This design comes from an exercise in tuning for small area, a short achievable clock period and few clock cycles per item on the open sky130 flow, not from production work.
Function was checked by simulation only, so behaviour that the tests miss may differ from the original.
Power is estimated from default activity; no workload was simulated.

[flow/config.mk]
export PLATFORM = sky130hd
export DESIGN_NAME = rv_alu_md
export DESIGN_NICKNAME = rv_alu_md
export VERILOG_FILES = /design/flow/design.v
export SDC_FILE = /design/flow/constraint.sdc
export NUM_CORES = 4
export LEC_CHECK = 0
export CAP_MARGIN = 20
export CORE_MARGIN = 2
export CORE_UTILIZATION = 40
export PLACE_DENSITY = 0.6
export SETUP_SLACK_MARGIN = 2.3
export SLEW_MARGIN = 20
[flow/constraint.sdc]
create_clock -name core_clock -period 7.0 [get_ports {clk_in}]
set_input_delay 1.4000 -clock core_clock [delete_from_list [all_inputs] [get_ports {clk_in}]]
set_output_delay 1.4000 -clock core_clock [all_outputs]
set_load 0.01 [all_outputs]
[flow/run.sh]
#!/bin/bash
# synth_recipe.tcl (not shown) runs the flow's synth.tcl, then flattens the netlist and writes it again
# the make line also repeats each setting of config.mk as NAME=value (left out here)
make -C /OpenROAD-flow-scripts/flow DESIGN_CONFIG=/design/flow/config.mk WORK_HOME=/design/flow/orfs CLKGATE_MAP_FILE= SYNTH_SCRIPT=/design/flow/synth_recipe.tcl finish
[flow/design.v]
module rv_alu_md #(
  parameter int unsigned XLEN = 32,
  parameter int unsigned SHW  = $clog2(XLEN)
) (
  input  logic            clk_in,
  input  logic            rst_in,
  input  logic            flush_in,
  input  logic            valid_in,
  output logic            ready_out,
  input  logic [XLEN-1:0] op_1_in,
  input  logic [XLEN-1:0] op_2_in,
  input  logic [2:0]      funct3_in,
  input  logic            funct7_5_in,
  input  logic            m_ext_in,
  output logic            valid_out,
  input  logic            ready_in,
  output logic [XLEN-1:0] result_out,
  output logic            busy_out
);
  localparam logic [1:0] XIdle = 2'd0, XHold = 2'd1, XMul = 2'd2, XDiv = 2'd3;
  localparam logic [63:0] MulK = 64'h0 - 64'h0000_0002_0000_0000 - 64'h0000_0008_0000_0000
                                 - 64'h0000_0020_0000_0000 - 64'h0000_0080_0000_0000
                                 - 64'h0000_0200_0000_0000;
  logic        i_valid;
  logic [31:0] i_a, i_b;
  logic [2:0]  i_f3;
  logic        i_f75, i_m;
  logic        i_swap;      
  logic [1:0]  i_tm;        
  logic [5:0]  i_lsa, i_lsb;  
  logic [1:0]  x_st;
  logic        x_fin;       
  logic        x_mh;        
  logic        p_valid;
  logic [31:0] p_x, p_y;    
  logic        o_valid;
  logic [31:0] o_res;
  logic [63:0] acc_s, acc_c;
  logic [33:0] mcx;
  logic [32:0] mc;            
  assign mc = mcx[32:0];
  logic [31:0] mp;            
  logic [4:0]  bo, bt, bn;    
  logic [1:0]  idx;           
  logic        hi;            
  logic        qneg, rneg;
  logic [31:0] dr, dq;
  logic [33:0] dd;
  logic [35:0] dd3;
  logic [4:0]  cnt;
  assign dr  = acc_s[31:0];
  assign dq  = acc_s[63:32];
  assign dd  = mcx;
  assign dd3 = acc_c[35:0];
  assign cnt = mp[4:0];
  logic o_free, p_free, p_move, x_free, accept, x_load, x_done, x_move;
  assign o_free     = !o_valid || ready_in;
  assign p_move     = p_valid && o_free;
  assign p_free     = !p_valid || o_free;
  assign x_free     = (x_st == XIdle) || (x_fin && p_free);
  assign ready_out  = !flush_in && (!i_valid || x_free);
  assign accept     = valid_in && ready_out;
  assign x_load     = i_valid && x_free;
  assign x_done     = (x_st != XIdle) && x_fin;
  assign x_move     = x_done && p_free;
  assign valid_out  = o_valid;
  assign result_out = o_res;
  assign busy_out   = (i_valid || (x_st != XIdle) || p_valid) && !o_valid;
  logic [31:0] sh_in, sh_out, sh_rev, alu_x, alu_y;
  logic        sub, slt, ltu, sll, fill;
  assign sub  = i_f75 && (i_f3 == 3'b000);
  assign ltu  = i_a < i_b;
  assign slt  = (i_a[31] ^ i_b[31]) ? i_a[31] : ltu;
  assign sll  = !i_f3[2];
  assign fill = i_f75 && i_a[31] && !sll;
  always_comb for (int i = 0; i < 32; i++) sh_in[i] = sll ? i_a[31-i] : i_a[i];
  logic signed [32:0] sh_t;
  assign sh_t   = $signed({fill, sh_in}) >>> i_b[4:0];
  assign sh_out = sh_t[31:0];
  always_comb for (int i = 0; i < 32; i++) sh_rev[i] = sh_out[31-i];
  always_comb begin
    alu_y = '0;
    case (i_f3)
      3'b000: begin
        alu_x = i_a;
        alu_y = sub ? -i_b : i_b;
      end
      3'b001:  alu_x = sh_rev;
      3'b010:  alu_x = {31'b0, slt};
      3'b011:  alu_x = {31'b0, ltu};
      3'b100:  alu_x = i_a ^ i_b;
      3'b101:  alu_x = sh_out;
      3'b110:  alu_x = i_a | i_b;
      default: alu_x = i_a & i_b;
    endcase
  end
  logic        ms_a, ms_b, swap;
  logic [32:0] va, vb;
  function automatic logic [1:0] top_byte(input logic [32:0] v);
    logic [31:0] x;
    x = v[31:0] ^ {32{v[32]}};
    if (|x[31:24])      top_byte = 2'd3;
    else if (|x[23:16]) top_byte = 2'd2;
    else if (|x[15:8])  top_byte = 2'd1;
    else                top_byte = 2'd0;
  endfunction
  logic        p_ms_a, p_ms_b;
  logic [1:0]  p_ta, p_tb;
  assign p_ms_a = (funct3_in[1:0] == 2'b01) || (funct3_in[1:0] == 2'b10);
  assign p_ms_b = (funct3_in[1:0] == 2'b01);
  assign p_ta   = top_byte({p_ms_a && op_1_in[31], op_1_in});
  assign p_tb   = top_byte({p_ms_b && op_2_in[31], op_2_in});
  assign ms_a = (i_f3[1:0] == 2'b01) || (i_f3[1:0] == 2'b10);
  assign ms_b = (i_f3[1:0] == 2'b01);
  assign va   = {ms_a && i_a[31], i_a};
  assign vb   = {ms_b && i_b[31], i_b};
  assign swap = i_swap;
  logic [32:0] mpv;
  logic [1:0]  tm;
  logic [7:0]  top_chunk;
  assign mpv = swap ? va : vb;
  assign tm  = i_tm;
  always_comb begin
    case (tm)
      2'd0: top_chunk = mpv[7:0];
      2'd1: top_chunk = mpv[15:8];
      2'd2: top_chunk = mpv[23:16];
      default: top_chunk = mpv[31:24];
    endcase
  end
  function automatic logic [5:0] clz32(input logic [31:0] v);
    logic [15:0] z1, c1;
    logic [7:0]  z2;
    logic [15:0] c2;
    logic [3:0]  z3;
    logic [11:0] c3;
    logic [1:0]  z4;
    logic [7:0]  c4;
    for (int g = 0; g < 16; g++) begin
      z1[g] = !(v[2*g+1] || v[2*g]);
      c1[g] = !v[2*g+1];
    end
    for (int g = 0; g < 8; g++) begin
      z2[g] = z1[2*g+1] && z1[2*g];
      c2[2*g +: 2] = z1[2*g+1] ? {1'b1, c1[2*g]} : {1'b0, c1[2*g+1]};
    end
    for (int g = 0; g < 4; g++) begin
      z3[g] = z2[2*g+1] && z2[2*g];
      c3[3*g +: 3] = z2[2*g+1] ? {1'b1, c2[4*g +: 2]} : {1'b0, c2[4*g+2 +: 2]};
    end
    for (int g = 0; g < 2; g++) begin
      z4[g] = z3[2*g+1] && z3[2*g];
      c4[4*g +: 4] = z3[2*g+1] ? {1'b1, c3[6*g +: 3]} : {1'b0, c3[6*g+3 +: 3]};
    end
    if (z4[1] && z4[0]) clz32 = 6'd32;
    else clz32 = z4[1] ? {2'b01, c4[3:0]} : {2'b00, c4[7:4]};
  endfunction
  logic        p_a_neg, p_b_neg;
  assign p_a_neg    = !funct3_in[0] && op_1_in[31];
  assign p_b_neg    = !funct3_in[0] && op_2_in[31];
  logic        d_signed, a_neg, b_neg, bz;
  logic [31:0] a_x, b_x, a_mag, b_mag;
  logic [5:0]  sp;
  logic [4:0]  iters_m1;
  logic [33:0] b3;
  assign d_signed = !i_f3[0];
  assign a_neg    = d_signed && i_a[31];
  assign b_neg    = d_signed && i_b[31];
  assign a_x      = i_a ^ {32{a_neg}};
  assign b_x      = i_b ^ {32{b_neg}};
  assign a_mag    = a_x + {31'b0, a_neg};
  assign b_mag    = b_x + {31'b0, b_neg};
  assign b3       = {2'b0, b_x} + {1'b0, b_x, 1'b0} + {32'b0, b_neg, b_neg};
  assign bz       = (i_b == '0);
  logic [6:0]  s_up;
  assign s_up     = {1'b0, i_lsb} - {1'b0, i_lsa} + {6'b0, a_neg};
  assign iters_m1 = s_up[6] ? 5'd0 : s_up[5:1];
  assign sp       = {iters_m1, 1'b0};
  logic [7:0]  chunk;
  logic [63:0] row [8];
  logic [63:0] acc_s_n, acc_c_n;
  always_comb begin
    case (idx)
      2'd1: chunk = mp[7:0];
      2'd2: chunk = mp[15:8];
      default: chunk = mp[23:16];
    endcase
  end
  function automatic logic [14:0] booth(input logic [8:0] d9);
    logic [10:0] d;
    logic        x2, x1, x0;
    d = {d9[8], d9, 1'b0};
    for (int k = 0; k < 5; k++) begin
      x2 = d[2*k+2];
      x1 = d[2*k+1];
      x0 = d[2*k];
      booth[k]      = x1 ^ x0;
      booth[5 + k]  = (x2 && !x1 && !x0) || (!x2 && x1 && x0);
      booth[10 + k] = x2 && !(x1 && x0);
    end
  endfunction
  function automatic logic [127:0] csa(input logic [63:0] a, input logic [63:0] b,
                                       input logic [63:0] c);
    logic [63:0] s, k;
    s = a ^ b ^ c;
    k = (a & b) | (a & c) | (b & c);
    csa = {k[62:0], 1'b0, s};
  endfunction
  always_comb begin
    logic [127:0] t0, t1, u0, u1, v0, w0;
    logic [33:0]  m2, sel;
    m2 = {mc[32], mc};
    for (int k = 0; k < 5; k++) begin
      sel    = (bo[k] ? m2 : 34'b0) | (bt[k] ? {m2[32:0], 1'b0} : 34'b0);
      sel    = sel ^ {34{bn[k]}};
      row[k] = 64'({!sel[33], sel[32:0]}) << (2*k);
    end
    row[5] = {acc_s[55:0], 1'b0, bn[3], 1'b0, bn[2], 1'b0, bn[1], 1'b0, bn[0]};
    row[6] = {acc_c[55:0], 8'b0};
    row[7] = MulK | (64'(bn[4]) << 8);    
    t0 = csa(row[5], row[6], row[7]);
    t1 = csa(row[0], row[1], row[2]);
    u0 = csa(t0[63:0], t0[127:64], row[3]);
    u1 = csa(t1[63:0], t1[127:64], row[4]);
    v0 = csa(u0[63:0], u0[127:64], u1[63:0]);
    w0 = csa(v0[63:0], v0[127:64], u1[127:64]);
    acc_s_n = w0[63:0];
    acc_c_n = w0[127:64];
  end
  logic [32:0] lo_sum;
  logic [31:0] hi_c;
  assign lo_sum = {1'b0, acc_s[31:0]} + {1'b0, acc_c[31:0]};
  assign hi_c   = acc_c[63:32] + {31'b0, lo_sum[32]};
  logic [36:0] df1, df2, df3;
  logic [31:0] r_n, q_n;
  logic [1:0]  qd;
  assign df1 = {5'b0, dr} - {3'b0, dd};
  assign df2 = {5'b0, dr} - {2'b0, dd, 1'b0};
  assign df3 = {5'b0, dr} - {1'b0, dd3};
  always_comb begin
    if (!df3[36])      begin qd = 2'd3; r_n = df3[31:0]; end
    else if (!df2[36]) begin qd = 2'd2; r_n = df2[31:0]; end
    else if (!df1[36]) begin qd = 2'd1; r_n = df1[31:0]; end
    else               begin qd = 2'd0; r_n = dr;        end
  end
  assign q_n = {dq[29:0], qd};
  logic [31:0] d_mag, n_x, n_y;
  logic        d_neg;
  always_comb begin
    d_mag = hi ? r_n : q_n;
    d_neg = hi ? rneg : qneg;
    if (x_mh) begin
      n_x = acc_s[63:32];
      n_y = hi_c;
    end else begin
      case (x_st)
        XHold: begin
          n_x = acc_s[31:0];
          n_y = acc_c[31:0];
        end
        XMul: begin
          n_x = acc_s_n[31:0];
          n_y = acc_c_n[31:0];
        end
        default: begin
          n_x = d_mag ^ {32{d_neg}};
          n_y = {31'b0, d_neg};
        end
      endcase
    end
  end
  always_ff @(posedge clk_in or posedge rst_in) begin
    if (rst_in) begin
      i_valid <= 1'b0;
      x_st    <= XIdle;
      x_fin   <= 1'b0;
      x_mh    <= 1'b0;
      p_valid <= 1'b0;
      o_valid <= 1'b0;
    end else if (flush_in) begin
      i_valid <= 1'b0;
      x_st    <= XIdle;
      x_fin   <= 1'b0;
      x_mh    <= 1'b0;
      p_valid <= 1'b0;
      o_valid <= 1'b0;
    end else begin
      if (p_move)        o_valid <= 1'b1;
      else if (ready_in) o_valid <= 1'b0;
      if (x_move)        p_valid <= 1'b1;
      else if (p_move)   p_valid <= 1'b0;
      if (accept)      i_valid <= 1'b1;
      else if (x_load) i_valid <= 1'b0;
      if (x_load) begin
        x_mh <= 1'b0;
        if (!i_m || (i_f3[2] && bz)) begin
          x_st  <= XHold;
          x_fin <= 1'b1;
        end else if (!i_f3[2]) begin
          x_st  <= XMul;
          x_fin <= (tm == 2'd0) && (i_f3[1:0] == 2'b00);
        end else begin
          x_st  <= XDiv;
          x_fin <= (iters_m1 == 5'd0);
        end
      end else if (x_move) begin
        x_st  <= XIdle;
        x_fin <= 1'b0;
        x_mh  <= 1'b0;
      end else if (!x_fin) begin
        case (x_st)
          XMul: begin
            x_fin <= (idx == 2'd0) || ((idx == 2'd1) && !hi);
            x_mh  <= (idx == 2'd0);   
          end
          XDiv: x_fin <= (cnt == 5'd1);
          default: ;
        endcase
      end
    end
  end
  always_ff @(posedge clk_in) begin
    if (accept) begin
      i_a   <= op_1_in;
      i_b   <= op_2_in;
      i_f3  <= funct3_in;
      i_f75 <= funct7_5_in;
      i_m   <= m_ext_in;
      i_swap     <= p_ta < p_tb;
      i_tm       <= (p_ta < p_tb) ? p_ta : p_tb;
      i_lsa      <= clz32(op_1_in ^ {32{p_a_neg}});
      i_lsb      <= clz32(op_2_in ^ {32{p_b_neg}});
    end
    if (x_move) begin
      p_x <= n_x;
      p_y <= n_y;
    end
    if (p_move) o_res <= p_x + p_y;
    if (x_load) begin
      if (!i_m) begin
        acc_s <= {32'b0, alu_x};
        acc_c <= {32'b0, alu_y};
      end else if (!i_f3[2]) begin
        acc_s <= '0;
        acc_c <= '0;
      end else if (bz) begin
        acc_s <= {32'b0, i_f3[1] ? i_a : 32'hFFFF_FFFF};
        acc_c <= '0;
      end else begin
        acc_s <= {32'b0, a_mag};
        acc_c <= {28'b0, {2'b0, b3} << sp};
      end
      if (i_f3[2]) mcx <= {2'b0, b_mag} << sp;
      else         mcx <= {1'b0, swap ? vb : va};
      mp    <= i_f3[2] ? {27'b0, iters_m1} : mpv[31:0];
      {bn, bt, bo} <= booth({mpv[32], top_chunk});
      idx   <= tm;
      hi    <= i_f3[2] ? i_f3[1] : (i_f3[1:0] != 2'b00);
      qneg  <= a_neg ^ b_neg;
      rneg  <= a_neg;
    end else if (!x_fin) begin
      case (x_st)
        XMul: begin
          acc_s <= acc_s_n;
          acc_c <= acc_c_n;
          idx   <= idx - 2'd1;
          {bn, bt, bo} <= booth({1'b0, chunk});
        end
        XDiv: begin
          acc_s   <= {q_n, r_n};
          acc_c[35:0] <= dd3 >> 2;
          mcx     <= dd >> 2;
          mp[4:0] <= cnt - 5'd1;
        end
        default: ;
      endcase
    end
  end
endmodule
==> results.txt, run 1 <==
# Max-Cap Violations 1; row count 132; Ports roughly 110; reg2reg end p_y[24]$_DFFE_PP_; Area Overhead vs Synth 14.3%; Synth Cell Area 52,100 µm²; Via Count around 54,000; clock buffer depth 3; RR Startpoint acc_c[3]$_DFFE_PP_; Die H 365 µm; WL/cell 32.9 µm; number of DRC markers in iteration 0 7,963; Final Hold Fails 0; met3 routed WL between 30,000 and 40,000 µm; Num CTS Buffers 52; Hold Path Stages 2; Final GP Congestion 1.10; worst slack, placed about 820 ps; Arr. time, crit path 5350 ps; Post-Route Setup TNS 0 ps; violated checks max-capacitance violations, max-slew violations; met2 WL 113,000 µm; CTS H-Tree Depth 2; Syn Inst Count 6,314; half-perimeter wire length after placement 207,000 µm; Final Critical Period slightly below 5000 ps; Final Skew 86.5 ps; highest metal used met5; GRT overflow 0; Root Driver clkbuf_16; final cycle utilization of the critical path 70.3%; cells on worst reg2reg path 22; CP max FO 5; first-pass GRT wire length between 300,000 and 400,000 µm; unrepaired setup endpoints after global routing true; router iterations before antenna repair 10; Worst Hold Class flop to flop; vias per cell about 6.6; number of synthesized flops with an enable pin ~360; maximum VDD drop 0.627 mV; Die ar. 133,000 µm²; CP endpoint kind flop; initial core utilization 40.3%; WL final roughly 270,000 µm; Hold WS between 400 and 500 ps; outcome finished with violations; register area share after synthesis approximately 22%; Hold Buf Count CTS 0; number of fill cells 12,900; Avg Cell Area, Syn 8.26 µm²; Synth cell types 109; Met1 Wirelength 100,000 µm; Slew Limit Headroom -12.2%; antenna viol nets, final 0; Fmax 203 MHz; crit path kind flop to flop; Yosys Warn Count 2; Setup WS post-layout 2080 ps; power density over cell area around 520 nW/µm²; worst reg2reg setup slack 2080 ps; Residual DRC 0; Synth Register Bits about 390; area occupied by multi-input gates between 30,000 and 40,000 µm²; commonest register cell after synthesis edfxtp_1; data required time of the worst path between 7000 and 8000 ps; count of pins over their slew limit 6; clock latency on the worst-skew pair around 720 ps; nets@finish between 7,000 and 8,000; CTS clock-pin slew for the worst setup and hold paths about 70 ps; syn nets approximately 7,000; Placeable Area 129,000 µm²; FF/Latch Area 11,500 µm²; Final setup viols 0; WHS Endpoint acc_c[53]$_SDFFE_PP0P_; share of layout cells above drive strength 1 roughly an eighth; Async S/R FF share, synth 1.79%; CTS sink count 392; largest net degree at the start of global routing 85; leakage ~24 nW; Global Route Usage Sum 39.3%; vias in the first global route 50,200; die width 365 µm; CTS tree yes; min-delay src acc_c[53]$_SDFFE_PP0P_; number of antenna violations at the first check in global routing 18; Least-Margin Pin Slew 1670 ps; Startpoint Class flop; I/O Buffers between 100 and 150
layout by cell type, fill, tap and decap left out, types with 31 or more instances in the layout:
cell / count
fa_1: 175
a21o_1: 87
a21oi_1: 482
nand2b_1: 40
o21ai_0: 366
nand4_1: 53
o21ai_1: 31
a31oi_1: 60
mux4_2: 43
nor2b_1: 43
o22ai_1: 68
a22oi_1: 172
nor2_1: 418
nor3_1: 113
xnor2_1: 220
buf_4: 310
and2_1: 35
a211oi_1: 54
or3_1: 40
nand3_1: 148
xor2_1: 204
mux2_2: 33
o21bai_1: 32
a221oi_1: 50
and3_1: 40
inv_1: 502
edfxtp_1: 357
mux2i_1: 205
clkbuf_16: 52
clkdlybuf4s50_1: 108
a222oi_1: 52
ha_1: 447
o211ai_1: 68
nand2_1: 566
where the power goes:
group	total (W)	switching, W	internal, W
Clock	0.00287	0.00128	0.00159
Sequential	0.00444	0.000859	0.00358
Combinational	0.0234	0.0154	0.00797
cells in the mapped netlist, drive strengths merged (18+ instances only):
library cell	count	share of area (%)
and2	39	0.47
ha	470	11
o21bai	32	0.46
o21ai	413	4.0
nor3	122	1.2
a211oi	77	1.2
buf	117	0.99
edfxtp	357	21
nor2b	49	0.60
clkbuf	358	2.6
dfxtp	28	1.1
and3	41	0.49
fa	176	6.8
a222oi	52	1.0
mux4	43	1.9
xor2	208	3.5
a221o	20	0.38
nand3	153	1.5
a21boi	23	0.34
nand2b	42	0.50
o211ai	69	1.0
or3	41	0.50
a221oi	63	1.1
nor4	34	0.43
o221ai	24	0.40
a21o	88	1.3
inv	513	3.7
o21a	22	0.32
a22oi	177	2.6
nand2	573	4.1
o22ai	70	0.84
mux2	33	0.71
mux2i	214	4.1
a311oi	25	0.42
o31ai	34	0.53
nand4	55	0.70
xnor2	232	3.9
a211o	18	0.30
nor2	432	3.1
a21oi	498	4.8
a31oi	68	0.83
routing by layer:
metal  vias to the layer above  track usage [%]
met4                        12             28.3
met3                       938             10.3
met1                     26000             49.1
li1                      23000                -
met2                      3654             58.6
met5                         -                0
worst max path at each step:
stage	depth (start not counted)	endpoint	slack, ps	startpoint
after floorplan	24	acc_c[35]$_DFFE_PP_	2320	i_f3[0]$_DFFE_PP_
after global placement	22	p_y[24]$_DFFE_PP_	800	acc_c[3]$_DFFE_PP_
after detailed placement	22	p_y[24]$_DFFE_PP_	820	acc_c[3]$_DFFE_PP_
after CTS	14	mcx[30]$_DFFE_PP_	2210	i_f3[0]$_DFFE_PP_
after global routing	23	p_y[26]$_DFFE_PP_	2050	acc_c[3]$_DFFE_PP_
final	22	p_y[24]$_DFFE_PP_	2080	acc_c[3]$_DFFE_PP_
layout make-up:
cell class | count | share of cell area [%]
multi-input combinational | 4926 | 64.0
sequential | 392 | 19.2
timing repair buffer | 457 | 6.78
tap | 1742 | 3.66
inverter | 525 | 3.36
clock buffer | 62 | 2.26
clock inverter | 35 | 0.714
antenna | 8 | 0.0336
timing repair inverter | 1 | 0.00840
critical path, stage by stage (launching register included):
cell	delay, ps
edfxtp_1	460
clkinvlp_4	160
ha_4	240
nor2_4	120
o21ai_2	80
a211oi_2	260
o21ai_2	100
a211oi_2	240
o21ai_2	80
a211oi_2	250
o211ai_1	210
a21oi_2	260
o31ai_4	110
a31oi_4	320
ha_4	200
ha_4	140
nand2_4	60
nor2_4	160
and4_4	300
nand2_4	70
xnor2_2	180
a222oi_1	470
inv_1	160
state kept, by name, summed over array words and instances, names as in the netlist, 2 cells and up:
| name | cells |
|---|---|
| p_x | 32 |
| i_b | 32 |
| idx | 2 |
| i_lsb | 6 |
| acc_s | 64 |
| o_res | 32 |
| i_f3 | 3 |
| i_a | 32 |
| i_lsa | 6 |
| acc_c | 64 |
| cnt | 5 |
| bo | 5 |
| i_tm | 2 |
| x_st | 2 |
| bt | 4 |
| p_y | 32 |
| mp | 19 |
| bn | 5 |
| mcx | 34 |
logic make-up after synthesis:
family / Yosys count / share of synthesized area (%)
AND/OR/NAND/NOR: 1642 / 14.5
adder cells (fa/ha/maj): 646 / 18.0
XOR/XNOR: 440 / 7.41
multiplexers: 290 / 6.68
flip-flops: 392 / 22.0
buffers and inverters: 1000 / 7.35
AO/OA/AOI/OAI: 1904 / 24.0
repair_timing:
item | 4_1_cts | 5_1_grt
setup buffers | 86 | 88
hold endpoints to repair | 0 | 0
pin swaps | 35 | 54
gates cloned | 5 | 1
endpoints found under the setup margin | 162 | 140
gates resized for setup | 124 | 153
through the flow:
stage	power (W)	utilization (%)	cells	cell area [µm²]
finish	0.0307	46.0	8148	59600
global route	0.0318	46.0	8142	59600
CTS	0.0291	45.0	8050	58200
detailed placement	0.0257	42.5	7862	55100
global placement	0.0257	42.5	7862	55100
floorplan	0.0158	-	6314	52200
Testbench counts, summed over its fixed seeds: cycles 4,970, items 2,400.
==> run 2: changes to the inputs <==
--- a/flow/design.v
+++ b/flow/design.v
@@ -33,6 +33,7 @@
   logic        x_mh;        
   logic        p_valid;
   logic [31:0] p_x, p_y;    
+  logic        p_c;
   logic        o_valid;
   logic [31:0] o_res;
   logic [63:0] acc_s, acc_c;
@@ -46,12 +47,10 @@
   logic        qneg, rneg;
   logic [31:0] dr, dq;
   logic [33:0] dd;
-  logic [35:0] dd3;
   logic [4:0]  cnt;
   assign dr  = acc_s[31:0];
   assign dq  = acc_s[63:32];
   assign dd  = mcx;
-  assign dd3 = acc_c[35:0];
   assign cnt = mp[4:0];
   logic o_free, p_free, p_move, x_free, accept, x_load, x_done, x_move;
   assign o_free     = !o_valid || ready_in;
@@ -65,6 +64,8 @@
   assign x_move     = x_done && p_free;
   assign valid_out  = o_valid;
   assign result_out = o_res;
+  logic [32:0] p_sum;
+  assign p_sum = {p_x, 1'b1} + {p_y, p_c};
   assign busy_out   = (i_valid || (x_st != XIdle) || p_valid) && !o_valid;
   logic [31:0] sh_in, sh_out, sh_rev, alu_x, alu_y;
   logic        sub, slt, ltu, sll, fill;
@@ -83,7 +84,7 @@
     case (i_f3)
       3'b000: begin
         alu_x = i_a;
-        alu_y = sub ? -i_b : i_b;
+        alu_y = i_b ^ {32{sub}};    
       end
       3'b001:  alu_x = sh_rev;
       3'b010:  alu_x = {31'b0, slt};
@@ -162,7 +163,6 @@
   logic [31:0] a_x, b_x, a_mag, b_mag;
   logic [5:0]  sp;
   logic [4:0]  iters_m1;
-  logic [33:0] b3;
   assign d_signed = !i_f3[0];
   assign a_neg    = d_signed && i_a[31];
   assign b_neg    = d_signed && i_b[31];
@@ -170,7 +170,6 @@
   assign b_x      = i_b ^ {32{b_neg}};
   assign a_mag    = a_x + {31'b0, a_neg};
   assign b_mag    = b_x + {31'b0, b_neg};
-  assign b3       = {2'b0, b_x} + {1'b0, b_x, 1'b0} + {32'b0, b_neg, b_neg};
   assign bz       = (i_b == '0);
   logic [6:0]  s_up;
   assign s_up     = {1'b0, i_lsb} - {1'b0, i_lsa} + {6'b0, a_neg};
@@ -228,15 +227,21 @@
     acc_c_n = w0[127:64];
   end
   logic [32:0] lo_sum;
-  logic [31:0] hi_c;
   assign lo_sum = {1'b0, acc_s[31:0]} + {1'b0, acc_c[31:0]};
-  assign hi_c   = acc_c[63:32] + {31'b0, lo_sum[32]};
   logic [36:0] df1, df2, df3;
   logic [31:0] r_n, q_n;
   logic [1:0]  qd;
   assign df1 = {5'b0, dr} - {3'b0, dd};
   assign df2 = {5'b0, dr} - {2'b0, dd, 1'b0};
-  assign df3 = {5'b0, dr} - {1'b0, dd3};
+  logic [36:0] d3x, d3y, d3z, d3s, d3c;
+  logic [37:0] d3t;
+  assign d3x = {5'b0, dr};
+  assign d3y = ~{3'b0, dd};
+  assign d3z = ~{2'b0, dd, 1'b0};
+  assign d3s = d3x ^ d3y ^ d3z;
+  assign d3c = {(d3x[35:0] & d3y[35:0]) | (d3x[35:0] & d3z[35:0]) | (d3y[35:0] & d3z[35:0]), 1'b1};
+  assign d3t = {d3s, 1'b1} + {d3c, 1'b1};
+  assign df3 = d3t[37:1];
   always_comb begin
     if (!df3[36])      begin qd = 2'd3; r_n = df3[31:0]; end
     else if (!df2[36]) begin qd = 2'd2; r_n = df2[31:0]; end
@@ -245,26 +250,30 @@
   end
   assign q_n = {dq[29:0], qd};
   logic [31:0] d_mag, n_x, n_y;
-  logic        d_neg;
+  logic        d_neg, n_c;
   always_comb begin
     d_mag = hi ? r_n : q_n;
     d_neg = hi ? rneg : qneg;
     if (x_mh) begin
       n_x = acc_s[63:32];
-      n_y = hi_c;
+      n_y = acc_c[63:32];
+      n_c = lo_sum[32];
     end else begin
       case (x_st)
         XHold: begin
           n_x = acc_s[31:0];
           n_y = acc_c[31:0];
+          n_c = acc_c[32];
         end
         XMul: begin
           n_x = acc_s_n[31:0];
           n_y = acc_c_n[31:0];
+          n_c = 1'b0;
         end
         default: begin
           n_x = d_mag ^ {32{d_neg}};
-          n_y = {31'b0, d_neg};
+          n_y = '0;
+          n_c = d_neg;
         end
       endcase
     end
@@ -334,12 +343,13 @@
     if (x_move) begin
       p_x <= n_x;
       p_y <= n_y;
+      p_c <= n_c;
     end
-    if (p_move) o_res <= p_x + p_y;
+    if (p_move) o_res <= p_sum[32:1];
     if (x_load) begin
       if (!i_m) begin
         acc_s <= {32'b0, alu_x};
-        acc_c <= {32'b0, alu_y};
+        acc_c <= {31'b0, sub, alu_y};
       end else if (!i_f3[2]) begin
         acc_s <= '0;
         acc_c <= '0;
@@ -348,7 +358,6 @@
         acc_c <= '0;
       end else begin
         acc_s <= {32'b0, a_mag};
-        acc_c <= {28'b0, {2'b0, b3} << sp};
       end
       if (i_f3[2]) mcx <= {2'b0, b_mag} << sp;
       else         mcx <= {1'b0, swap ? vb : va};
@@ -368,7 +377,6 @@
         end
         XDiv: begin
           acc_s   <= {q_n, r_n};
-          acc_c[35:0] <= dd3 >> 2;
           mcx     <= dd >> 2;
           mp[4:0] <= cnt - 5'd1;
         end
==> results.txt, run 2 <==
antenna viol nets, final 0; top cells by area, synth edfxtp_1 (24%), ha_1 (11%), fa_1 (8.6%); Residual DRC 0; initial core utilization 40.2%; worst slack, placed 777 ps; Fmax 212 MHz; Least-Margin Pin Slew 1130 ps; CTS sink count 393; Arr. time, crit path 5110 ps; syn nets 6,288; maximum VDD drop 0.621 mV; GRT overflow 0; Synth Cell Area 48,000 µm²; Cell Int Power 0.0129 W; leakage 21.8 nW; number of fill cells 11,900; Yosys top cell by area edfxtp_1; Global Route Usage Sum roughly 37%; Startpoint Class flop; Commonest cells post-synth nand2_1 (517), inv_1 (484), a21oi_1 (412), ha_1 (411), edfxtp_1 (386); Setup WS post-layout about 2300 ps; Placeable Area 119,000 µm²; Clock power frac 10.3%; WL final 234,000 µm; crit path kind flop to flop; Root Driver clkbuf_16; outcome timing/DRC/antenna clean; CTS H-Tree Depth 2; Final GP Congestion 1.09; Final Critical Period approximately 4700 ps; final cycle utilization of the critical path 67.4%; most common cell in the netlist nand2_1; register area share after synthesis 24.5%; first-pass GRT wire length 328,000 µm; fin area 54,300 µm²; Final setup viols 0; Async S/R FF share, synth between 1.5 and 2%; clock latency on the worst-skew pair ~680 ps; Reg power frac 15.6%; number of DRC markers in iteration 0 roughly 6,300; Final Hold Fails 0; power density over cell area 526 nW/µm²; post-layout util 45.4%; most common cell after layout, fill and taps aside nand2_1; half-perimeter wire length after placement 180,000 µm; nets@finish between 6,000 and 7,000; CTS clock-pin slew for the worst setup and hold paths 60 ps; biggest regs acc_c (64), acc_s (64), mcx (34); router iterations before antenna repair 9; Ports 109; Yosys Warn Count 2; # Max-Cap Violations 0; commonest register cell after synthesis edfxtp_1; sw frac 54.6%; row count about 130; Hold Buf Count CTS 0; area post-placement 50,800 µm²; Synth Register Bits approximately 390; Final Skew 46.5 ps; Avg Cell Area, Syn ~8.6 µm²; Die ar. 123,000 µm²; Slew Limit Headroom 24.5%; number of antenna violations at the first check in global routing 19; vias per cell ~6.5; I/O Buffers around 110; CP max FO 7; WL/cell 32.2 µm; Synth cell types 89; number of synthesized flops with an enable pin about 390; Post-Route Setup TNS 0 ps; count of pins over their slew limit 0; clock buffer depth 3; Die H 350 µm; Switch Pwr about 0.016 W; Syn Inst Count 5,597; total power 0.0285 W; Synth top area share 24.1%; worst reg2reg setup slack 2280 ps; Worst Hold Class flop to flop; data required time of the worst path approximately 7400 ps; largest net degree at the start of global routing 90; Num CTS Buffers 52; unrepaired setup endpoints after global routing true; vias in the first global route 43,900; combinational power share 74.1%; Area Overhead vs Synth 13.0%; share of layout cells above drive strength 1 10.7%; Via Count around 47,000; CTS tree yes; commonest cells after routing, fill and taps aside nand2_1 (512), inv_1 (460), ha_1 (400), a21oi_1 (398), edfxtp_1 (386); CP endpoint kind flop; die width ~350 µm
==> run 2: cell types whose count changed after synthesis, moves of 32 or more <==
cell | before | now
a211oi_1 | 74 | 42
a21oi_1 | 496 | 412
a222oi_1 | 52 | 18
buf_2 | 51 | 17
ha_1 | 470 | 411
mux2i_1 | 214 | 159
nand2_1 | 573 | 517
nand3_1 | 152 | 111
nor2_1 | 431 | 351
xnor2_1 | 231 | 195
==> run 2: stage by stage <==
stage	hold slack, ps	instances
global route	548	7268
detailed placement	523	7049
CTS	536	7226
floorplan	500	5597
finish	533	7274
global placement	519	7049
==> run 2: path summary, 6_finish.rpt <==
path	start	end	cells after the start
max	acc_s[1]$_DFFE_PP_	acc_s[16]$_DFFE_PP_	17
min reg2reg	acc_c[56]$_SDFFCE_PP0P_	p_y[24]$_DFFE_PP_	2
min in group asynchronous	rst_in	x_st[0]$_DFFE_PP0P_	2
max reg2reg	acc_s[1]$_DFFE_PP_	acc_s[16]$_DFFE_PP_	17
min	acc_c[56]$_SDFFCE_PP0P_	p_y[24]$_DFFE_PP_	2
max in group asynchronous	rst_in	x_mh$_DFFE_PP0P_	2
==> run 2: layout make-up <==
class                   instances  area (µm²)  share of cell area, %
diodes                          6        15.0                 0.0277
clock buffers                  58        1320                   2.44
clock inverters                36         492                  0.906
inverters                     495        1910                   3.51
multi-input cells            4296       33500                   61.7
flip-flops and latches        393       11800                   21.7
well taps                    1612        2020                   3.72
repair buffers                378        3250                   6.00
==> run 2: logic make-up after synthesis <==
kind of cell / count (synthesis) / share of synthesized area, %
flops: 393 / 24.5
fa+ha+maj: 617 / 19.3
buf+inv: 909 / 7.17
xor+xnor: 374 / 6.82
mux: 236 / 6.25
compound gates: 1657 / 22.5
simple gates: 1411 / 13.5
==> run 2: repair_timing <==
| action | 4_1_cts | 5_1_grt |
|---|---|---|
| buffers inserted | 83 | 41 |
| pin swaps | 6 | 13 |
| hold endpoints to repair | 0 | 0 |
| resized for setup | 76 | 71 |
| cloned | 0 | 1 |
| endpoints found under the setup margin | 103 | 80 |
==> run 2: power groups by stage <==
stage	Combinational, W	Sequential (W)	Clock [W]
after global routing	0.0222	0.00444	0.00305
after floorplan	0.0112	0.00408	0
after CTS	0.0201	0.00443	0.00296
final	0.0211	0.00444	0.00295
after global placement	0.0195	0.00458	0
after detailed placement	0.0195	0.00459	0
==> run 2: worst max-delay path: stages, from the launching register on <==
cell and delay [ps]:
edfxtp_1 420, inv_1 150, ha_1 200, inv_1 60, fa_1 410, a21o_1 220
a221oi_4 380, o211ai_1 250, a31oi_2 330, o31a_1 280, buf_4 170, o21ai_4 90
buf_4 190, a21oi_1 100, o21ai_0 230, a22oi_2 490, o21ai_0 220, o21a_1 210
==> run 2: layer usage <==
| layer | vias to the layer above | wire length, µm | share of wire, % | track usage (%) |
|---|---|---|---|---|
| li1 | 20300 | - | - | - |
| met1 | 22800 | 87700 | 37 | 46.0 |
| met2 | 3017 | 103000 | 44 | 58.3 |
| met3 | 789 | 23100 | 9.8 | 7.90 |
| met4 | 18 | 20700 | 8.8 | 26.0 |
| met5 | - | 149 | 0.064 | 0 |
Testbench counts of run 2, summed over its fixed seeds: cycles 4,970, items 2,400.
==> run 3: changes to the inputs <==
--- a/flow/design.v
+++ b/flow/design.v
@@ -33,7 +33,7 @@
   logic        x_mh;        
   logic        p_valid;
   logic [31:0] p_x, p_y;    
-  logic        p_c;
+  logic        p_c, p_inv;
   logic        o_valid;
   logic [31:0] o_res;
   logic [63:0] acc_s, acc_c;
@@ -65,7 +65,7 @@
   assign valid_out  = o_valid;
   assign result_out = o_res;
   logic [32:0] p_sum;
-  assign p_sum = {p_x, 1'b1} + {p_y, p_c};
+  assign p_sum = {p_x ^ {32{p_inv}}, 1'b1} + {p_y, p_c};
   assign busy_out   = (i_valid || (x_st != XIdle) || p_valid) && !o_valid;
   logic [31:0] sh_in, sh_out, sh_rev, alu_x, alu_y;
   logic        sub, slt, ltu, sll, fill;
@@ -242,42 +242,30 @@
   assign d3c = {(d3x[35:0] & d3y[35:0]) | (d3x[35:0] & d3z[35:0]) | (d3y[35:0] & d3z[35:0]), 1'b1};
   assign d3t = {d3s, 1'b1} + {d3c, 1'b1};
   assign df3 = d3t[37:1];
-  always_comb begin
-    if (!df3[36])      begin qd = 2'd3; r_n = df3[31:0]; end
-    else if (!df2[36]) begin qd = 2'd2; r_n = df2[31:0]; end
-    else if (!df1[36]) begin qd = 2'd1; r_n = df1[31:0]; end
-    else               begin qd = 2'd0; r_n = dr;        end
-  end
+  logic q3, q2, q1, q0;
+  assign q3  = !df3[36];
+  assign q2  = !df2[36] && df3[36];
+  assign q1  = !df1[36] && df2[36];
+  assign q0  = df1[36];
+  assign qd  = {!df2[36], q3 || q1};
+  assign r_n = ({32{q3}} & df3[31:0]) | ({32{q2}} & df2[31:0]) | ({32{q1}} & df1[31:0]) |
+               ({32{q0}} & dr);
   assign q_n = {dq[29:0], qd};
-  logic [31:0] d_mag, n_x, n_y;
-  logic        d_neg, n_c;
-  always_comb begin
-    d_mag = hi ? r_n : q_n;
-    d_neg = hi ? rneg : qneg;
-    if (x_mh) begin
-      n_x = acc_s[63:32];
-      n_y = acc_c[63:32];
-      n_c = lo_sum[32];
-    end else begin
-      case (x_st)
-        XHold: begin
-          n_x = acc_s[31:0];
-          n_y = acc_c[31:0];
-          n_c = acc_c[32];
-        end
-        XMul: begin
-          n_x = acc_s_n[31:0];
-          n_y = acc_c_n[31:0];
-          n_c = 1'b0;
-        end
-        default: begin
-          n_x = d_mag ^ {32{d_neg}};
-          n_y = '0;
-          n_c = d_neg;
-        end
-      endcase
-    end
-  end
+  logic [31:0] n_x, n_y;
+  logic        d_neg, n_c, n_inv;
+  logic sel_mh, sel_hold, sel_mul, sel_dr, sel_dq;
+  assign sel_mh   = x_mh;
+  assign sel_hold = (x_st == XHold);
+  assign sel_mul  = (x_st == XMul) && !x_mh;
+  assign sel_dr   = (x_st == XDiv) && hi;
+  assign sel_dq   = (x_st == XDiv) && !hi;
+  assign d_neg    = hi ? rneg : qneg;
+  assign n_x = ({32{sel_mh}} & acc_s[63:32]) | ({32{sel_hold}} & acc_s[31:0]) |
+               ({32{sel_mul}} & acc_s_n[31:0]) | ({32{sel_dr}} & r_n) | ({32{sel_dq}} & q_n);
+  assign n_y = ({32{sel_mh}} & acc_c[63:32]) | ({32{sel_hold}} & acc_c[31:0]) |
+               ({32{sel_mul}} & acc_c_n[31:0]);
+  assign n_c = (sel_mh && lo_sum[32]) || (sel_hold && acc_c[32]) || (x_st == XDiv && d_neg);
+  assign n_inv = (x_st == XDiv) && d_neg;
   always_ff @(posedge clk_in or posedge rst_in) begin
     if (rst_in) begin
       i_valid <= 1'b0;
@@ -344,6 +332,7 @@
       p_x <= n_x;
       p_y <= n_y;
       p_c <= n_c;
+      p_inv <= n_inv;
     end
     if (p_move) o_res <= p_sum[32:1];
     if (x_load) begin
==> flow/config.mk (replaced) <==
export PLATFORM = sky130hd
export DESIGN_NAME = rv_alu_md
export DESIGN_NICKNAME = rv_alu_md
export VERILOG_FILES = /design/flow/design.v
export SDC_FILE = /design/flow/constraint.sdc
export NUM_CORES = 4
export LEC_CHECK = 0
export CAP_MARGIN = 40
export CORE_MARGIN = 2
export CORE_UTILIZATION = 40
export PLACE_DENSITY = 0.6
export SETUP_SLACK_MARGIN = 2.8
export SLEW_MARGIN = 40
==> results.txt, run 3 <==
outcome timing/DRC/antenna clean; Area Overhead vs Synth 17.6%; leakage 22.6 nW; vias in the first global route around 44,000; CTS clock-pin slew for the worst setup and hold paths 60 ps; Startpoint Class flop; Met1 Wirelength 86,400 µm; # Max-Cap Violations 0; Die ar. 121,000 µm²; Yosys Warn Count 2; most common cell in the netlist nand2_1; highest metal used met5; die width 348 µm; Final Hold Fails 0; CP max FO 2; CP bufs+invs 5; CTS tree yes; number of DRC markers in iteration 0 6,816; Final Skew 37.6 ps; Final Critical Period 4530 ps; Least-Margin Pin Slew 963 ps; count of pins over their slew limit 0; most used cell, CP inv_2; vias per cell roughly 6.6; commonest register cell after synthesis edfxtp_1; Synth Register Bits 394; Synth Cell Area between 40,000 and 50,000 µm²; number of antenna violations at the first check in global routing 9; Synth cell types 95; sw frac a little over half; half-perimeter wire length after placement approximately 180,000 µm; WL/cell approximately 33 µm; largest net degree at the start of global routing 103; clock latency on the worst-skew pair between 600 and 700 ps; Async S/R FF share, synth 1.78%; syn nets 6,115; Crit-path slowest cell or4_4; Worst Hold Class flop to flop; Num CTS Buffers 52; met2 WL 99,500 µm; final cycle utilization of the critical path roughly 65%; Syn Inst Count 5,429; commonest cells after routing, fill and taps aside nand2_1 (489), inv_1 (457), ha_1 (394), edfxtp_1 (387), a21oi_1 (327); Final setup viols 0; Root Driver clkbuf_16; top cells by area, synth edfxtp_1 (25%), ha_1 (11%), fa_1 (8.7%); Commonest cells post-synth nand2_1 (501), inv_1 (492), ha_1 (406), edfxtp_1 (387), o21ai_0 (352); Hold Buf Count CTS 0; Via Count 47,000; Die H 348 µm; area post-placement 50,300 µm²; antenna viol nets, final 0; Yosys top cell by area edfxtp_1; maximum VDD drop approximately 0.72 mV; Residual DRC 0; initial core utilization just over 40%; CTS H-Tree Depth 2; nets@finish ~6,200; Ports 109; Avg Cell Area, Syn 8.73 µm²; CP Cell Sequence inv_2 > fa_1 > inv_1 > ha_2 > inv_2 > fa_2 > a211o_1 > a21oi_4 > nor4_2 > or4_4 > buf_4 > buf_6 > a41o_4 > o21ai_4 > o21ba_4 > xnor2_2 > o211ai_1 > a221o_1; met3 routed WL between 20,000 and 30,000 µm; Fmax 221 MHz; crit path kind flop to flop; biggest regs acc_c (64), acc_s (64), mcx (34); Global Route Usage Sum 37.8%; Synth top area share 24.5%; fin area 55,700 µm²; GRT overflow 0; Arr. time, crit path between 4000 and 5000 ps; router iterations before antenna repair 10; worst slack, placed 1080 ps; clock buffer depth 3; Slew Limit Headroom between 30% and 40%; Setup WS post-layout between 2000 and 2500 ps; Placeable Area ~120,000 µm²; number of fill cells 11,400; register area share after synthesis 24.9%; first-pass GRT wire length 330,000 µm; I/O Buffers roughly 110; share of layout cells above drive strength 1 15.6%; most common cell after layout, fill and taps aside nand2_1; Switch Pwr 0.0158 W; Post-Route Setup TNS 0 ps; CP endpoint kind flop; combinational power share about 75%; kind of cell adding the most delay to the critical path compound AO/OA/AOI/OAI gates; power density over cell area 532 nW/µm²; data required time of the worst path around 7400 ps; Clock power frac 9.3%; CTS sink count 394; CP peak stage delay ~500 ps; Reg power frac 15.6%; row count 126; unrepaired setup endpoints after global routing true; Final GP Congestion 1.08; Cell Int Power 0.0138 W; WL final about 240,000 µm; number of synthesized flops with an enable pin 387
-- run 3: cell count changes in the layout (fill, tap and decap cells not counted), moves of 31 or more --
cell | previous run | this run
a21oi_1 | 398 | 327
nor2_1 | 347 | 286
a222oi_1 | 18 | 83
buf_6 | 7 | 48
buf_4 | 253 | 288
o21ai_0 | 364 | 309
a22oi_1 | 194 | 118
xor2_1 | 179 | 210
mux2i_1 | 158 | 111
-- run 3: what timing repair did --
action                                  CTS  global route
buffers inserted                        122            83
endpoints found under the setup margin  191           159
hold endpoints to repair                  0             0
resized for setup                       197           247
cloned                                    3             6
pin swaps                                58           174
-- run 3: layout make-up --
class	instances	area (µm²)	area share, %
Multi-Input combinational cell	4137	33900	60.9
Sequential cell	394	11800	21.2
Timing Repair Buffer	477	4430	7.94
Inverter	499	1940	3.49
Tap cell	1536	1920	3.45
Clock buffer	61	1340	2.39
Clock inverter	35	360	0.646
Antenna cell	5	12.5	0.0224
-- run 3: logic make-up after synthesis --
logic type	count (synthesis)	synth area share (%)
AOI/OAI and AO/OA	1567	22.1
and+or+nand+nor	1346	13.2
buffers and inverters	901	7.20
adders and majority gates	612	19.4
xor gates and xnor gates	409	7.56
DFF	394	24.9
muxes	200	5.58
-- run 3: worst paths after layout --
path / end / slack, ps / startpoint / cells after the start
hold reg to reg: o_valid$_DFFE_PP0P_ / 600 / p_valid$_DFFE_PP0P_ / 2
setup reg to reg: p_x[27]$_DFFE_PP_ / 2470 / mcx[0]$_DFFE_PP_ / 18
max in group asynchronous: x_mh$_DFFE_PP0P_ / 5770 / rst_in / 2
hold / removal: o_valid$_DFFE_PP0P_ / 600 / p_valid$_DFFE_PP0P_ / 2
min in group asynchronous: i_valid$_DFFE_PP0P_ / 970 / rst_in / 2
setup / recovery: p_x[27]$_DFFE_PP_ / 2470 / mcx[0]$_DFFE_PP_ / 18
-- run 3: worst register-to-register path: cells and delay by family (launching register included) --
family                   cells  cell delay (ps)
AO/OA/AOI/OAI                7             1630
XOR/XNOR                     1              100
adder cells (fa/ha/maj)      3              990
buffers and inverters        5              490
flip-flops                   1              450
AND/OR/NAND/NOR              2              580
-- run 3: per-stage QoR --
| stage | power, W | cells | hold slack [ps] | utilization [%] |
|---|---|---|---|---|
| 2_1_floorplan | 0.0150 | 5429 | 523 | - |
| 3_3_place_gp | 0.0238 | 6821 | 570 | 42.6 |
| 3_5_place_dp | 0.0238 | 6824 | 567 | 42.7 |
| 4_1_cts | 0.0278 | 7045 | 598 | 45.8 |
| 5_1_grt | 0.0309 | 7139 | 636 | 47.3 |
| 6_report | 0.0296 | 7144 | 597 | 47.3 |
-- run 3: metal layers --
metal	vias to the layer above	GRT usage, %
li1	20000	-
met1	22800	46.6
met2	3262	56.4
met3	901	8.77
met4	10	30.8
met5	-	0
-- run 3: power groups by stage --
stage	combinational (W)	sequential [W]	clock, W
finish	0.0223	0.00463	0.00275
floorplan	0.0109	0.00410	0
global placement	0.0190	0.00477	0
detailed placement	0.0190	0.00476	0
global route	0.0234	0.00462	0.00285
CTS	0.0204	0.00459	0.00277
Testbench counts of run 3, summed over its fixed seeds: cycles 4,970, items 2,400.
==> run 4: changes to the inputs <==
--- a/flow/design.v
+++ b/flow/design.v
@@ -20,7 +20,7 @@
   localparam logic [1:0] XIdle = 2'd0, XHold = 2'd1, XMul = 2'd2, XDiv = 2'd3;
   localparam logic [63:0] MulK = 64'h0 - 64'h0000_0002_0000_0000 - 64'h0000_0008_0000_0000
                                  - 64'h0000_0020_0000_0000 - 64'h0000_0080_0000_0000
-                                 - 64'h0000_0200_0000_0000;
+                                 - 64'h0000_0200_0000_0000 - 64'h0000_0800_0000_0000;
   logic        i_valid;
   logic [31:0] i_a, i_b;
   logic [2:0]  i_f3;
@@ -41,7 +41,7 @@
   logic [32:0] mc;            
   assign mc = mcx[32:0];
   logic [31:0] mp;            
-  logic [4:0]  bo, bt, bn;    
+  logic [5:0]  bo, bt, bn;    
   logic [1:0]  idx;           
   logic        hi;            
   logic        qneg, rneg;
@@ -97,20 +97,19 @@
   end
   logic        ms_a, ms_b, swap;
   logic [32:0] va, vb;
-  function automatic logic [1:0] top_byte(input logic [32:0] v);
+  function automatic logic [1:0] top_grp(input logic [32:0] v);
     logic [31:0] x;
     x = v[31:0] ^ {32{v[32]}};
-    if (|x[31:24])      top_byte = 2'd3;
-    else if (|x[23:16]) top_byte = 2'd2;
-    else if (|x[15:8])  top_byte = 2'd1;
-    else                top_byte = 2'd0;
+    if (|x[31:22])      top_grp = 2'd2;
+    else if (|x[21:11]) top_grp = 2'd1;
+    else                top_grp = 2'd0;
   endfunction
   logic        p_ms_a, p_ms_b;
   logic [1:0]  p_ta, p_tb;
   assign p_ms_a = (funct3_in[1:0] == 2'b01) || (funct3_in[1:0] == 2'b10);
   assign p_ms_b = (funct3_in[1:0] == 2'b01);
-  assign p_ta   = top_byte({p_ms_a && op_1_in[31], op_1_in});
-  assign p_tb   = top_byte({p_ms_b && op_2_in[31], op_2_in});
+  assign p_ta   = top_grp({p_ms_a && op_1_in[31], op_1_in});
+  assign p_tb   = top_grp({p_ms_b && op_2_in[31], op_2_in});
   assign ms_a = (i_f3[1:0] == 2'b01) || (i_f3[1:0] == 2'b10);
   assign ms_b = (i_f3[1:0] == 2'b01);
   assign va   = {ms_a && i_a[31], i_a};
@@ -118,15 +117,14 @@
   assign swap = i_swap;
   logic [32:0] mpv;
   logic [1:0]  tm;
-  logic [7:0]  top_chunk;
+  logic [10:0] top_chunk;
   assign mpv = swap ? va : vb;
   assign tm  = i_tm;
   always_comb begin
     case (tm)
-      2'd0: top_chunk = mpv[7:0];
-      2'd1: top_chunk = mpv[15:8];
-      2'd2: top_chunk = mpv[23:16];
-      default: top_chunk = mpv[31:24];
+      2'd0: top_chunk = mpv[10:0];
+      2'd1: top_chunk = mpv[21:11];
+      default: top_chunk = mpv[32:22];
     endcase
   end
   function automatic logic [5:0] clz32(input logic [31:0] v);
@@ -175,27 +173,26 @@
   assign s_up     = {1'b0, i_lsb} - {1'b0, i_lsa} + {6'b0, a_neg};
   assign iters_m1 = s_up[6] ? 5'd0 : s_up[5:1];
   assign sp       = {iters_m1, 1'b0};
-  logic [7:0]  chunk;
-  logic [63:0] row [8];
+  logic [10:0] chunk;
+  logic [63:0] row [9];
   logic [63:0] acc_s_n, acc_c_n;
   always_comb begin
     case (idx)
-      2'd1: chunk = mp[7:0];
-      2'd2: chunk = mp[15:8];
-      default: chunk = mp[23:16];
+      2'd1: chunk = mp[10:0];
+      default: chunk = mp[21:11];
     endcase
   end
-  function automatic logic [14:0] booth(input logic [8:0] d9);
-    logic [10:0] d;
+  function automatic logic [17:0] booth(input logic [11:0] d12);
+    logic [13:0] d;
     logic        x2, x1, x0;
-    d = {d9[8], d9, 1'b0};
-    for (int k = 0; k < 5; k++) begin
+    d = {d12[11], d12, 1'b0};
+    for (int k = 0; k < 6; k++) begin
       x2 = d[2*k+2];
       x1 = d[2*k+1];
       x0 = d[2*k];
       booth[k]      = x1 ^ x0;
-      booth[5 + k]  = (x2 && !x1 && !x0) || (!x2 && x1 && x0);
-      booth[10 + k] = x2 && !(x1 && x0);
+      booth[6 + k]  = (x2 && !x1 && !x0) || (!x2 && x1 && x0);
+      booth[12 + k] = x2 && !(x1 && x0);
     end
   endfunction
   function automatic logic [127:0] csa(input logic [63:0] a, input logic [63:0] b,
@@ -206,21 +203,23 @@
     csa = {k[62:0], 1'b0, s};
   endfunction
   always_comb begin
-    logic [127:0] t0, t1, u0, u1, v0, w0;
+    logic [127:0] t0, t1, t2, u0, u1, v0, w0;
     logic [33:0]  m2, sel;
     m2 = {mc[32], mc};
-    for (int k = 0; k < 5; k++) begin
+    for (int k = 0; k < 6; k++) begin
       sel    = (bo[k] ? m2 : 34'b0) | (bt[k] ? {m2[32:0], 1'b0} : 34'b0);
       sel    = sel ^ {34{bn[k]}};
       row[k] = 64'({!sel[33], sel[32:0]}) << (2*k);
     end
-    row[5] = {acc_s[55:0], 1'b0, bn[3], 1'b0, bn[2], 1'b0, bn[1], 1'b0, bn[0]};
-    row[6] = {acc_c[55:0], 8'b0};
-    row[7] = MulK | (64'(bn[4]) << 8);    
-    t0 = csa(row[5], row[6], row[7]);
+    row[6] = {acc_s[52:0], bn[5], 1'b0, bn[4], 1'b0, bn[3], 1'b0, bn[2], 1'b0, bn[1], 1'b0,
+              bn[0]};
+    row[7] = {acc_c[52:0], 11'b0};
+    row[8] = MulK;
+    t0 = csa(row[6], row[7], row[8]);
     t1 = csa(row[0], row[1], row[2]);
-    u0 = csa(t0[63:0], t0[127:64], row[3]);
-    u1 = csa(t1[63:0], t1[127:64], row[4]);
+    t2 = csa(row[3], row[4], row[5]);
+    u0 = csa(t0[63:0], t0[127:64], t1[63:0]);
+    u1 = csa(t1[127:64], t2[63:0], t2[127:64]);
     v0 = csa(u0[63:0], u0[127:64], u1[63:0]);
     w0 = csa(v0[63:0], v0[127:64], u1[127:64]);
     acc_s_n = w0[63:0];
@@ -351,7 +350,7 @@
       if (i_f3[2]) mcx <= {2'b0, b_mag} << sp;
       else         mcx <= {1'b0, swap ? vb : va};
       mp    <= i_f3[2] ? {27'b0, iters_m1} : mpv[31:0];
-      {bn, bt, bo} <= booth({mpv[32], top_chunk});
+      {bn, bt, bo} <= booth({mpv[32], top_chunk});    
       idx   <= tm;
       hi    <= i_f3[2] ? i_f3[1] : (i_f3[1:0] != 2'b00);
       qneg  <= a_neg ^ b_neg;
--- a/flow/config.mk
+++ b/flow/config.mk
@@ -5,9 +5,9 @@
 export SDC_FILE = /design/flow/constraint.sdc
 export NUM_CORES = 4
 export LEC_CHECK = 0
-export CAP_MARGIN = 40
+export CAP_MARGIN = 30
 export CORE_MARGIN = 2
 export CORE_UTILIZATION = 40
 export PLACE_DENSITY = 0.6
 export SETUP_SLACK_MARGIN = 2.8
-export SLEW_MARGIN = 40
+export SLEW_MARGIN = 30
==> results.txt, run 4 <==
outcome timing/DRC/antenna clean; CP peak stage delay 640 ps; Commonest cells post-synth inv_1 (498), nand2_1 (488), ha_1 (411), edfxtp_1 (389), a21oi_1 (388); Hold Buf Count CTS 0; Least-Margin Pin Slew 1090 ps; Worst path depth 10; Root Driver clkbuf_16; commonest cells after routing, fill and taps aside nand2_1 (479), inv_1 (461), edfxtp_1 (389), ha_1 (381), a21oi_1 (362); # Max-Cap Violations 0; fin area 58,300 µm²; Worst Hold Class flop to flop; Post-Route Setup TNS 0 ps; Synth top area share a little under a quarter; initial core utilization 40.4%; CP bufs+invs 3; met3 Use GR under 10%; Placed Cells 7,120; Via Count about 49,000; Slew Limit Headroom a little over a quarter; top cells by area, synth edfxtp_1 (24%), ha_1 (10%), fa_1 (9.7%); Area Overhead vs Synth 18.4%; vias in the first global route 46,000; Ports 109; Startpoint Class flop; met1 usage 46.2%; most common cell in the netlist inv_1; cells on worst reg2reg path 10; Hold Path Stages 2; WL/cell between 30 and 40 µm; leakage 23.4 nW; final cycle utilization of the critical path 61.4%; CTS clock-pin slew for the worst setup and hold paths 70 ps; crit path kind flop to flop; CP endpoint kind flop; Final setup viols 0; Avg Cell Area, Syn ~8.7 µm²; Synth Cell Area 49,200 µm²; clock latency on the worst-skew pair 660 ps; Synth cell types 92; number of DRC markers in iteration 0 7,086; power density over cell area 556 nW/µm²; Final Hold Fails 0; I/O Buffers 108; FF/Latch Area 11,900 µm²; Placeable Area 122,000 µm²; Final GP Congestion 1.06; CTS tree yes; Crit-path slowest cell a222oi_1; WL final 244,000 µm; number of synthesized flops with an enable pin roughly 390; unrepaired setup endpoints after global routing true; Fmax approximately 230 MHz; biggest regs acc_c (64), acc_s (64), mcx (34); number of antenna violations at the first check in global routing 6; share of layout cells above drive strength 1 16.4%; reg2reg end p_y[31]$_DFFE_PP_; Arr. time, crit path 4680 ps; Num CTS Buffers 50; kind of cell adding the most delay to the critical path adder cells; Async S/R FF share, synth 1.77%; CTS H-Tree Depth 2; register area share after synthesis between 20% and 30%; min-delay src p_valid$_DFFE_PP0P_; met2 Use GR 57.3%; maximum VDD drop 1.09 mV; Global Route Usage Sum 37.5%; Synth Register Bits slightly below 400; area post-placement 52,200 µm²; Die ar. 126,000 µm²; Yosys top cell by area edfxtp_1; CTS sink count 396; nets@finish 6,541; most used routing layer met2; Post-Layout Cell Count 7,485; CP max FO 6; Final Skew approximately 26 ps; antenna viol nets, final 0; CP Cell Sequence buf_8 > a22oi_1 > xor2_1 > fa_2 > fa_1 > fa_1 > inv_2 > fa_2 > a222oi_1 > inv_1; Yosys Warn Count 2; syn nets 6,382; largest net degree at the start of global routing 94; router iterations before antenna repair 10; area occupied by multi-input gates 35,800 µm²; Die H 355 µm; Residual DRC 0; first-pass GRT wire length 339,000 µm; Final Critical Period 4300 ps; die width 355 µm; Syn Inst Count roughly 5,700; commonest register cell after synthesis edfxtp_1; worst reg2reg setup slack 2700 ps; GRT overflow 0; row count roughly 130; data required time of the worst path 7380 ps; clock buffer depth 3; vias per cell approximately 6.6; count of pins over their slew limit 0; number of fill cells 11,600; WHS Endpoint o_valid$_DFFE_PP0P_; most common cell after layout, fill and taps aside nand2_1; half-perimeter wire length after placement 183,000 µm; RR Startpoint mcx[27]$_DFFE_PP_
## run 4: changes by cell type after synthesis, moves of 14 or more
cell and change:
a21oi_1 +44, a22oi_1 +64, a31oi_1 -16, buf_1 +15, fa_1 +33, mux2_2 -14, nand3_1 -28, nor2_1 +43
nor2b_1 +15, nor3_1 +39, o211ai_1 -25, o31ai_1 +30, xor2_1 +38
## run 4: worst max-delay path by stage
| stage | from | endpoint |
|---|---|---|
| 3_3_place_gp | i_b[31]$_DFFE_PP_ | mcx[30]$_DFFE_PP_ |
| 4_1_cts | mcx[20]$_DFFE_PP_ | acc_s[2]$_DFFE_PP_ |
| 5_1_grt | mcx[27]$_DFFE_PP_ | acc_s[2]$_DFFE_PP_ |
| 2_1_floorplan | i_f3[0]$_DFFE_PP_ | mcx[29]$_DFFE_PP_ |
| 3_5_place_dp | ready_in | acc_s[28]$_DFFE_PP_ |
| 6_report | mcx[27]$_DFFE_PP_ | p_y[31]$_DFFE_PP_ |
## run 4: area by class of cell
class	instances	area share (%)
inverters	505	3.46
diodes	2	0.00859
flip-flops and latches	396	20.4
well taps	1625	3.49
repair buffers	529	8.43
clock buffers	66	2.39
multi-input cells	4335	61.4
clock inverters	27	0.473
## run 4: per-stage QoR
| stage | utilization, % | hold slack, ps | power [W] | setup slack (ps) |
|---|---|---|---|---|
| after detailed placement | 42.8 | 564 | 0.0262 | 1590 |
| after floorplan | - | 500 | 0.0155 | 2810 |
| after global placement | 42.6 | 542 | 0.0261 | 1450 |
| final | 47.8 | 557 | 0.0324 | 2700 |
| after global routing | 47.8 | 587 | 0.0333 | 2630 |
| after CTS | 46.1 | 558 | 0.0303 | 2760 |
## run 4: kinds of logic (layout without fill, tap and decap cells)
family                     count (synthesis)  count (layout)  share of synthesized area [%]
buffers and inverters                    931            1127                           7.20
and+or+nand+nor                         1404            1406                           13.3
DFF                                      396             396                           24.1
AOI/OAI and AO/OA                       1664            1666                           22.6
adders and majority gates                650             650                           20.2
xor gates and xnor gates                 435             435                           7.77
other                                      0               2                              0
muxes                                    178             178                           4.88
## run 4: worst min-delay path, stage by stage (launching register included)
cell	delay (ps)
dfrtp_1	390
a21oi_1	50
nor2_1	80
## run 4: what timing repair did
action	4_1_cts	5_1_grt
endpoints found under the setup margin	207	152
buffers inserted	171	89
gates cloned	5	3
gates resized for setup	234	265
pin swaps	74	159
## run 4: per-layer routing
metal,share of wire (%),vias to the layer above,wire [µm]
li1,-,20900,-
met1,36,24100,89000
met2,43,3399,105000
met3,11,785,27900
met4,9.1,8,22200
met5,0.025,-,61
## run 4: power by group
part | internal [W] | switching (W) | leakage (nW)
combinational | 0.00908 | 0.0161 | 18.9
clock | 0.00158 | 0.00117 | 0.805
sequential | 0.00378 | 0.000696 | 3.74
total | 0.0144 | 0.0179 | 23.4
Testbench counts of run 4, summed over its fixed seeds: cycles 4,716, items 2,400.
==> run 5: changes to the inputs <==
--- a/flow/config.mk
+++ b/flow/config.mk
@@ -9,5 +9,5 @@
 export CORE_MARGIN = 2
 export CORE_UTILIZATION = 40
 export PLACE_DENSITY = 0.6
-export SETUP_SLACK_MARGIN = 2.8
+export SETUP_SLACK_MARGIN = 2.5
 export SLEW_MARGIN = 30
==> results.txt, run 5 <==
outcome timing/DRC/antenna clean; Final Critical Period 4530 ps; CTS clock-pin slew for the worst setup and hold paths 60 ps; biggest regs acc_c (64), acc_s (64), mcx (34); register area share after synthesis around a quarter; cells on worst reg2reg path 16; Clock power frac 9.9%; worst slack, placed between 1000 and 1500 ps; Yosys top cell by area edfxtp_1; Synth top area share about a quarter; Num CTS Buffers 52; commonest register cell after synthesis edfxtp_1; CTS tree yes; CP Cell Sequence buf_6 > nand2b_1 > ha_1 > nor2b_1 > fa_1 > a211o_1 > nand3_1 > nand3_2 > o31ai_1 > buf_4 > and2_1 > nand2_1 > nor2_2 > o21ai_0 > nor2_1 > a211o_1; Synth Register Bits 396; commonest cells after routing, fill and taps aside nand2_1 (486), inv_1 (473), ha_1 (398), edfxtp_1 (389), a21oi_1 (376); Least-Margin Pin Slew 1110 ps; Die H 355 µm; row count 128; syn nets ~6,400; count of pins over their slew limit 0; Area Overhead vs Synth 13.4%; Ports 109; Slew Limit Headroom 25.1%; data required time of the worst path approximately 7600 ps; Via Count 48,000; first-pass GRT wire length around 340,000 µm; Root Driver clkbuf_16; half-perimeter wire length after placement around 190,000 µm; top cells by area, synth edfxtp_1 (24%), ha_1 (10%), fa_1 (9.7%); share of layout cells above drive strength 1 10.9%; Commonest cells post-synth inv_1 (498), nand2_1 (488), ha_1 (411), edfxtp_1 (389), a21oi_1 (388); # Max-Cap Violations 0; die width 355 µm; router iterations before antenna repair 14; Startpoint Class flop; Global Route Usage Sum 37.5%; Crit-path slowest cell fa_1; initial core utilization 40.4%; post-layout util 45.8%; power density over cell area 533 nW/µm²; most used cell, CP a211o_1; CP max FO 17; Reg power frac ~16%; Final Skew 44.6 ps; clock buffer depth 3; leakage 22.6 nW; CTS sink count 396; largest net degree at the start of global routing 123; reg2reg end mcx[26]$_DFFE_PP_; Worst Hold Class flop to flop; Cell Int Power 0.0133 W; total power 0.0297 W; Final GP Congestion 1.08; Final setup viols 0; sw frac between 50% and 60%; WL/cell 33.0 µm; RR Startpoint i_a[31]$_DFFE_PP_; Arr. time, crit path a little over 5000 ps; vias per cell 6.51; Placed Cells 7,122; antenna viol nets, final 0; most common cell in the netlist inv_1; clock latency on the worst-skew pair 690 ps; number of DRC markers in iteration 0 a little under 7,000; Final Hold Fails 0; vias in the first global route 46,000; number of synthesized flops with an enable pin 389; Post-Layout Cell Count ~7,400; unrepaired setup endpoints after global routing true; Async S/R FF share, synth 1.77%; Placeable Area around 120,000 µm²; most common cell after layout, fill and taps aside nand2_1; Setup WS post-layout 2470 ps; min-delay src p_valid$_DFFE_PP0P_; WL final between 200,000 and 250,000 µm; CP endpoint kind flop; CTS H-Tree Depth 2; GRT overflow 0; CP peak stage delay approximately 450 ps; worst reg2reg setup slack 2470 ps; WHS Endpoint o_valid$_DFFE_PP0P_; maximum VDD drop 0.654 mV; Die ar. 126,000 µm²; crit path kind flop to flop; I/O Buffers 108; Synth cell types 92; Residual DRC 0; Switch Pwr 0.0165 W; Synth Cell Area approximately 50,000 µm²; Post-Route Setup TNS 0 ps; Hold Path Stages 2; number of antenna violations at the first check in global routing 8; Syn Inst Count about 5,700; Fmax approximately 220 MHz; final cycle utilization of the critical path 64.7%; combinational power share 74.2%; nets@finish 6,414; Yosys Warn Count 2; Avg Cell Area, Syn 8.70 µm²
## run 5: final cells by class
class	count	area, µm²
diodes	4	10.0
clock buffers	58	1350
clock inverters	40	478
fillers	11900	66100
inverters	505	1990
multi-input cells	4332	34500
flip-flops and latches	396	11900
well taps	1625	2030
repair buffers	403	3620
## run 5: power by group through the flow
stage | Combinational, W | Clock, W | Sequential [W]
floorplan | 0.0114 | 0 | 0.00414
global placement | 0.0206 | 0 | 0.00487
detailed placement | 0.0207 | 0 | 0.00485
CTS | 0.0212 | 0.00296 | 0.00472
global route | 0.0233 | 0.00305 | 0.00470
finish | 0.0221 | 0.00295 | 0.00472
## run 5: cells by family (layout without fill, tap and decap cells)
logic type	Yosys count	in the layout	synth area share (%)
fa+ha+maj	650	650	20.2
buf+inv	931	1006	7.20
xor+xnor	435	435	7.77
compound gates	1664	1665	22.6
flops	396	396	24.1
mux	178	178	4.88
other cells	0	4	0
simple gates	1404	1404	13.3
## run 5: layer usage
layer | routed length, µm | global-route usage, % | up-vias
met5 | 23 | 0.113 | -
met4 | 21500 | 27.1 | 4
met3 | 24700 | 7.50 | 747
met2 | 106000 | 57.9 | 3229
met1 | 90200 | 46.8 | 23300
li1 | - | - | 20700
## run 5: critical path: cells and delay by family, from the launching register on
| family | cells | cell delay [ps] |
|---|---|---|
| AND/OR/NAND/NOR | 8 | 1920 |
| flip-flops | 1 | 340 |
| adder cells (fa/ha/maj) | 2 | 740 |
| AO/OA/AOI/OAI | 4 | 850 |
| buffers and inverters | 2 | 510 |
## run 5: worst max path at each step
stage	startpoint	endpoint	slack [ps]	cells past startpoint
floorplan	i_f3[0]$_DFFE_PP_	mcx[22]$_DFFE_PP_	2530	20
global placement	i_f3[0]$_DFFE_PP_	mcx[19]$_DFFE_PP_	1080	14
detailed placement	mcx[0]$_DFFE_PP_	acc_s[0]$_DFFE_PP_	1450	13
CTS	mcx[11]$_DFFE_PP_	acc_s[0]$_DFFE_PP_	2500	15
global route	mcx[0]$_DFFE_PP_	acc_s[31]$_DFFE_PP_	2420	17
finish	i_a[31]$_DFFE_PP_	mcx[26]$_DFFE_PP_	2470	16
## run 5: per-stage QoR
stage	hold WS [ps]	area, µm²
5_1_grt	601	55800
6_report	584	55800
3_3_place_gp	541	52000
2_1_floorplan	500	49200
3_5_place_dp	549	52100
4_1_cts	567	55000
## run 5: what timing repair did
action	4_1_cts	5_1_grt
pin swaps	10	14
hold buffers	0	0
buffers inserted	88	49
resized for setup	67	86
endpoints found under the setup margin	117	84
gates cloned	1	0

## re-timing with driven ports
The results above use ideal ports. As a check the final layouts listed here were re-extracted and re-timed, cells and wires unchanged.
Step 1 assumes that a clkbuf_16 drives the clock port and a buf_2 every other input.
Step 2, shift: input delay + t, output delay - t, t = (earliest + latest rising clock arrival at the registers) / 2. This alone moves slack from input paths to output paths.
Three values: no drivers, after step 1, after step 2; two values: the first two.
run	shift t [ns]	setup slack, ns
run 1	0.760	2.079 / 2.079 / 1.677
run 2	0.730	2.284 / 2.284 / 1.830
run 3	0.742	2.470 / 2.470 / 2.097
run 4	0.729	2.701 / 2.701 / 2.131
run 5	0.738	2.474 / 2.474 / 2.037
